This is an optimization exercise on Yosys and OpenROAD, whose aim is small area, a short achievable clock period and few clock cycles, not a production implementation.
Where RTL was checked, it was by simulation tests only, not by an equivalence proof against the original.

==> ember <==
Design mandel_render_top, start of the top module:
module mandel_render_top #(
    parameter int IMG_W = 8,
    parameter int IMG_H = 6
) (
    input  logic                                 clk,
    input  logic                                 reset,
    input  logic                                 cfg_sen,
    input  logic                                 cfg_sclk,
    input  logic                                 cfg_sdata,
    output logic                                 pixel_valid,
    output logic [mandel_fixed_pkg::PIX_WIDTH-1:0] pixel_count,
    output logic                                 frame_done,
    output logic                                 busy
);
    mandel_cfg_pkg::cfg_t cfg;
    logic start;
    serial_config_rx u_rx (
        .clk       (clk),
        .reset     (reset),
        .cfg_sen   (cfg_sen),
        .cfg_sclk  (cfg_sclk),
        .cfg_sdata (cfg_sdata),
        .cfg       (cfg),
        .start     (start)
    );
    mandel_engine u_engine (
        .clk         (clk),
        .reset       (reset),
        .cfg         (cfg),
        .start       (start),
        .pixel_valid (pixel_valid),
        .pixel_count (pixel_count),
        .frame_done  (frame_done),
        .busy        (busy)
    );
endmodule
==> module serial_config_rx, before the edit <==
module serial_config_rx (
    input  logic                 clk,
    input  logic                 reset,
    input  logic                 cfg_sen,
    input  logic                 cfg_sclk,
    input  logic                 cfg_sdata,
    output mandel_cfg_pkg::cfg_t cfg,
    output logic                 start
);
    logic                                 sen_q;
    logic                                 sclk_q;
    logic [mandel_cfg_pkg::CFG_WIDTH-1:0] shreg;
    always_ff @(posedge clk) begin
        if (reset) begin
            sen_q  <= 1'b0;
            sclk_q <= 1'b0;
        end else begin
            sen_q  <= cfg_sen;
            sclk_q <= cfg_sclk;
        end
    end
    assign start = sen_q & ~cfg_sen;
    always_ff @(posedge clk) begin
        if (cfg_sen && cfg_sclk && !sclk_q) begin
            shreg <= {cfg_sdata, shreg[mandel_cfg_pkg::CFG_WIDTH-1:1]};
        end
    end
    assign cfg = shreg;
endmodule
==> module mandel_engine, before the edit <==
module mandel_engine (
    input  logic                 clk,
    input  logic                 reset,
    input  mandel_cfg_pkg::cfg_t cfg,
    input  logic                 start,
    output logic                 pixel_valid,
    output logic [3:0]           pixel_count,
    output logic                 frame_done,
    output logic                 busy
);
    logic               active;
    logic [2:0]         x;
    logic [2:0]         y;
    logic signed [10:0] zr, zi;
    logic [6:0]         ctr;
    logic [5:0] xs, ys;
    assign xs = 6'(x) << cfg.scaling;
    assign ys = 6'(y) << cfg.scaling;
    logic [18:0] xr_s, xr_c, xsum;
    logic [17:0] yr_s, yr_c, ysum;
    logic [21:0] er_s, er_c, ms;
    mandel_tree_x u_tx (.zr(zr), .zi(zi), .cr(cfg.cr_offset), .xs(xs), .row_s(xr_s), .row_c(xr_c));
    mandel_tree_y u_ty (.zr(zr), .zi(zi), .ci(cfg.ci_offset), .ys(ys), .row_s(yr_s), .row_c(yr_c));
    mandel_tree_e u_te (.zr(zr), .zi(zi), .row_s(er_s), .row_c(er_c));
    assign xsum = xr_s + xr_c;
    assign ysum = yr_s + yr_c;
    assign ms   = er_s + er_c;
    logic esc, lim, done, last;
    logic [6:0] cnt;
    assign esc  = ms[21:18] != 4'd0;
    assign lim  = (ctr == cfg.max_ctr);
    assign done = esc || lim || (ctr + 7'd1 == cfg.max_ctr);
    assign cnt  = (esc || lim) ? ctr : ctr + 7'd1;
    assign last = (x == 3'd7) && (y == 3'd5);
    always_ff @(posedge clk) begin
        if (reset) begin
            active      <= 1'b0;
            busy        <= 1'b0;
            pixel_valid <= 1'b0;
            frame_done  <= 1'b0;
        end else begin
            pixel_valid <= 1'b0;
            frame_done  <= 1'b0;
            if (start) begin
                active <= 1'b1;
                busy   <= 1'b1;
            end else if (active && done) begin
                pixel_valid <= 1'b1;
                frame_done  <= last;
                if (last) begin
                    active <= 1'b0;
                    busy   <= 1'b0;
                end
            end
        end
    end
    always_ff @(posedge clk) begin
        if (start || (active && done)) begin
            zr  <= '0;
            zi  <= '0;
            ctr <= '0;
        end else begin
            zr  <= xsum[18:8];
            zi  <= ysum[17:7];
            ctr <= ctr + 7'd1;
        end
        if (start) begin
            x <= '0;
            y <= '0;
        end else if (active && done) begin
            x <= x + 3'd1;
            if (x == 3'd7) y <= y + 3'd1;
        end
        if (active && done) pixel_count <= cnt[cfg.ctr_select +: 4];
    end
endmodule
==> flow/config.mk <==
export PLATFORM = sky130hd
export DESIGN_NAME = mandel_render_top
export DESIGN_NICKNAME = mandel_render_top
export VERILOG_FILES = /design/flow/design.v
export SDC_FILE = /design/flow/constraint.sdc
export NUM_CORES = 4
export LEC_CHECK = 0
export CAP_MARGIN = 20
export CORE_MARGIN = 2
export CORE_UTILIZATION = 40
export SETUP_SLACK_MARGIN = 3.5
export SLEW_MARGIN = 20
==> flow/constraint.sdc <==
create_clock -name core_clock -period 9.0 [get_ports {clk}]
set_input_delay 1.8000 -clock core_clock [delete_from_list [all_inputs] [get_ports {clk}]]
set_output_delay 1.8000 -clock core_clock [all_outputs]
set_load 0.01 [all_outputs]
run.sh (not shown) runs the stock make flow with config.mk's settings and CLKGATE_MAP_FILE= SYNTH_SCRIPT=/design/flow/synth_recipe.tcl, a recipe that flattens the netlist after the stock synthesis.
==> harbor (differences from ember) <==
--- a/flow/design.v
+++ b/flow/design.v
@@ -40,20 +40,26 @@
     output logic                 start
 );
-    logic                                 sen_q;
-    logic                                 sclk_q;
+    logic                                 sen_q, sen_qq;
+    logic                                 sclk_q, sclk_qq;
+    logic                                 sdata_q;
     logic [mandel_cfg_pkg::CFG_WIDTH-1:0] shreg;
     always_ff @(posedge clk) begin
         if (reset) begin
-            sen_q  <= 1'b0;
-            sclk_q <= 1'b0;
+            sen_q   <= 1'b0;
+            sen_qq  <= 1'b0;
+            sclk_q  <= 1'b0;
+            sclk_qq <= 1'b0;
         end else begin
-            sen_q  <= cfg_sen;
-            sclk_q <= cfg_sclk;
+            sen_q   <= cfg_sen;
+            sen_qq  <= sen_q;
+            sclk_q  <= cfg_sclk;
+            sclk_qq <= sclk_q;
         end
+        sdata_q <= cfg_sdata;
     end
-    assign start = sen_q & ~cfg_sen;
+    assign start = sen_qq & ~sen_q;
     always_ff @(posedge clk) begin
-        if (cfg_sen && cfg_sclk && !sclk_q) begin
-            shreg <= {cfg_sdata, shreg[mandel_cfg_pkg::CFG_WIDTH-1:1]};
+        if (sen_q && sclk_q && !sclk_qq) begin
+            shreg <= {sdata_q, shreg[mandel_cfg_pkg::CFG_WIDTH-1:1]};
         end
     end
@@ -71,68 +77,117 @@
     output logic                 busy
 );
-    logic               active;
-    logic [2:0]         x;
-    logic [2:0]         y;
-    logic signed [10:0] zr, zi;
-    logic [6:0]         ctr;
-    logic [5:0] xs, ys;
-    assign xs = 6'(x) << cfg.scaling;
-    assign ys = 6'(y) << cfg.scaling;
-    logic [18:0] xr_s, xr_c, xsum;
-    logic [17:0] yr_s, yr_c, ysum;
-    logic [21:0] er_s, er_c, ms;
-    mandel_tree_x u_tx (.zr(zr), .zi(zi), .cr(cfg.cr_offset), .xs(xs), .row_s(xr_s), .row_c(xr_c));
-    mandel_tree_y u_ty (.zr(zr), .zi(zi), .ci(cfg.ci_offset), .ys(ys), .row_s(yr_s), .row_c(yr_c));
-    mandel_tree_e u_te (.zr(zr), .zi(zi), .row_s(er_s), .row_c(er_c));
-    assign xsum = xr_s + xr_c;
-    assign ysum = yr_s + yr_c;
-    assign ms   = er_s + er_c;
-    logic esc, lim, done, last;
-    logic [6:0] cnt;
-    assign esc  = ms[21:18] != 4'd0;
-    assign lim  = (ctr == cfg.max_ctr);
-    assign done = esc || lim || (ctr + 7'd1 == cfg.max_ctr);
-    assign cnt  = (esc || lim) ? ctr : ctr + 7'd1;
-    assign last = (x == 3'd7) && (y == 3'd5);
+    logic       running;
+    logic [5:0] nxt;      
+    logic [5:0] emit;     
+    logic       nxt_ok;   
+    logic               v1, f1;
+    logic [5:0]         p1;
+    logic [6:0]         k1;
+    logic [10:0]        zr1, zi1;
+    logic               v2, f2;
+    logic [5:0]         p2;
+    logic [6:0]         k2;
+    logic [10:0]        xs2, xc2;
+    logic               xcin2;
+    logic [10:0]        ys2, yc2;
+    logic               ycin2;
+    logic [21:0]        es2, ec2;
+    logic [5:0]  xsh, ysh;
+    logic [18:0] xr_s, xr_c;
+    logic [17:0] yr_s, yr_c;
+    logic [21:0] er_s, er_c;
+    logic [8:0]  xlo;
+    logic [7:0]  ylo;
+    assign xsh = 6'(p1[2:0]) << cfg.scaling;
+    assign ysh = 6'(p1[5:3]) << cfg.scaling;
+    mandel_tree_x u_tx (.zr(zr1), .zi(zi1), .cr(cfg.cr_offset), .xs(xsh), .row_s(xr_s), .row_c(xr_c));
+    mandel_tree_y u_ty (.zr(zr1), .zi(zi1), .ci(cfg.ci_offset), .ys(ysh), .row_s(yr_s), .row_c(yr_c));
+    mandel_tree_e u_te (.zr(zr1), .zi(zi1), .row_s(er_s), .row_c(er_c));
+    assign xlo = {1'b0, xr_s[7:0]} + {1'b0, xr_c[7:0]};
+    assign ylo = {1'b0, yr_s[6:0]} + {1'b0, yr_c[6:0]};
+    always_ff @(posedge clk) begin
+        xs2   <= xr_s[18:8];
+        xc2   <= xr_c[18:8];
+        xcin2 <= xlo[8];
+        ys2   <= yr_s[17:7];
+        yc2   <= yr_c[17:7];
+        ycin2 <= ylo[7];
+        es2   <= er_s;
+        ec2   <= er_c;
+        f2    <= f1;
+        p2    <= p1;
+        k2    <= k1;
+    end
+    logic [10:0] zr_n, zi_n;
+    logic [21:0] mag;
+    logic        esc, lim0, lim1, stop, fin, out_now, last;
+    logic [6:0]  k_inc, cnt;
+    assign zr_n  = xs2 + xc2 + 11'(xcin2);
+    assign zi_n  = ys2 + yc2 + 11'(ycin2);
+    assign mag   = es2 + ec2;
+    assign esc   = mag[21:18] != 4'd0;
+    assign k_inc = k2 + 7'd1;
+    assign lim0  = (k2 == cfg.max_ctr);
+    assign lim1  = (k_inc == cfg.max_ctr);
+    assign stop  = esc || lim0 || lim1;
+    assign fin   = f2 || stop;
+    assign cnt   = (f2 || esc || lim0) ? k2 : k_inc;
+    assign out_now = v2 && fin && (p2 == emit);
+    assign last  = (p2 == 6'd47);
+    assign nxt_ok = (nxt != 6'd48);
+    logic take;    
+    assign take = running && nxt_ok && (!v2 || out_now);
     always_ff @(posedge clk) begin
         if (reset) begin
-            active      <= 1'b0;
+            running     <= 1'b0;
             busy        <= 1'b0;
             pixel_valid <= 1'b0;
             frame_done  <= 1'b0;
+            v1          <= 1'b0;
+            v2          <= 1'b0;
         end else begin
+            v2          <= v1;
             pixel_valid <= 1'b0;
             frame_done  <= 1'b0;
             if (start) begin
-                active <= 1'b1;
-                busy   <= 1'b1;
-            end else if (active && done) begin
-                pixel_valid <= 1'b1;
-                frame_done  <= last;
-                if (last) begin
-                    active <= 1'b0;
-                    busy   <= 1'b0;
+                running <= 1'b1;
+                busy    <= 1'b1;
+                v1      <= 1'b0;
+                v2      <= 1'b0;
+            end else begin
+                if (out_now) begin
+                    pixel_valid <= 1'b1;
+                    frame_done  <= last;
+                    if (last) begin
+                        running <= 1'b0;
+                        busy    <= 1'b0;
+                    end
                 end
+                v1 <= take || (v2 && !out_now);
             end
         end
     end
     always_ff @(posedge clk) begin
-        if (start || (active && done)) begin
-            zr  <= '0;
-            zi  <= '0;
-            ctr <= '0;
+        if (start) begin
+            nxt  <= '0;
+            emit <= '0;
         end else begin
-            zr  <= xsum[18:8];
-            zi  <= ysum[17:7];
-            ctr <= ctr + 7'd1;
+            if (take)    nxt  <= nxt + 6'd1;
+            if (out_now) emit <= emit + 6'd1;
         end
-        if (start) begin
-            x <= '0;
-            y <= '0;
-        end else if (active && done) begin
-            x <= x + 3'd1;
-            if (x == 3'd7) y <= y + 3'd1;
+        if (out_now) pixel_count <= cnt[cfg.ctr_select +: 4];
+        if (take) begin
+            p1  <= nxt;
+            f1  <= 1'b0;
+            k1  <= '0;
+            zr1 <= '0;
+            zi1 <= '0;
+        end else begin
+            p1  <= p2;
+            f1  <= fin;
+            k1  <= fin ? cnt : k_inc;
+            zr1 <= zr_n;
+            zi1 <= zi_n;
         end
-        if (active && done) pixel_count <= cnt[cfg.ctr_select +: 4];
     end
 endmodule
- SETUP_SLACK_MARGIN: 3.5 -> 5
==> summary of the runs <==
Between harbor and ember, the lower critical path depth is in harbor (gap 9).
Against ember, the design area of harbor is higher by about 11%.
Between ember and harbor, the lower sequential share of layout area is in ember (gap 12 points).
==> figures <==
| metric | harbor | ember |
|---|---|---|
| Crit path DAT | 4.22 ns | 6.17 ns |
| Clock Buffer Count | 21 | 9 |
| Initial standard-cell utilization of the core | 0.4037 | 0.4077 |
| Count of placed standard cells in the final layout, fillers left out | 2135 | 1960 |
| Status | complete, no violations | complete, no violations |
| Die extent in y | 204.0 um | 189.3 um |
| Starting DRT DRC Count | 581 | 568 |
| Routed len/inst | 16.69 um | 17.59 um |
| Postcts setup bufs | 2 | 31 |
Testbench counts of harbor, summed over its fixed seeds: cycles 220,640.
No functional check of the RTL was part of ember.

-- what the ideal ports hide --
How much do the figures lean on ideal ports? The routed layouts below were timed once more, with nothing changed but the port constraints.
Step 1 assumes that a clkbuf_16 drives the clock port and a buf_2 every other input.
Step 2 moves the port delays by t, midway between the first and last clock arrival at a register: inputs arrive t later, outputs are due t later. That takes back most of the time a late clock gives input paths.
Three values: no drivers, after step 1, after step 2; two values: the first two.
| run | t, ns | slack for setup (ns) | latest minus earliest clock arrival (ns) | slew at the worst register clock pin (ns) | cell pins on the clock port's net |
|---|---|---|---|---|---|
| ember | 0.390 | 2.916 / 2.916 / 2.916 | 0.007 / 0.006 | 0.07 / 0.07 | 1 |
| harbor | 0.508 | 5.117 / 5.117 / 5.117 | 0.013 / 0.013 | 0.08 / 0.08 | 1 |
After both steps setup and hold are still met in every run listed.
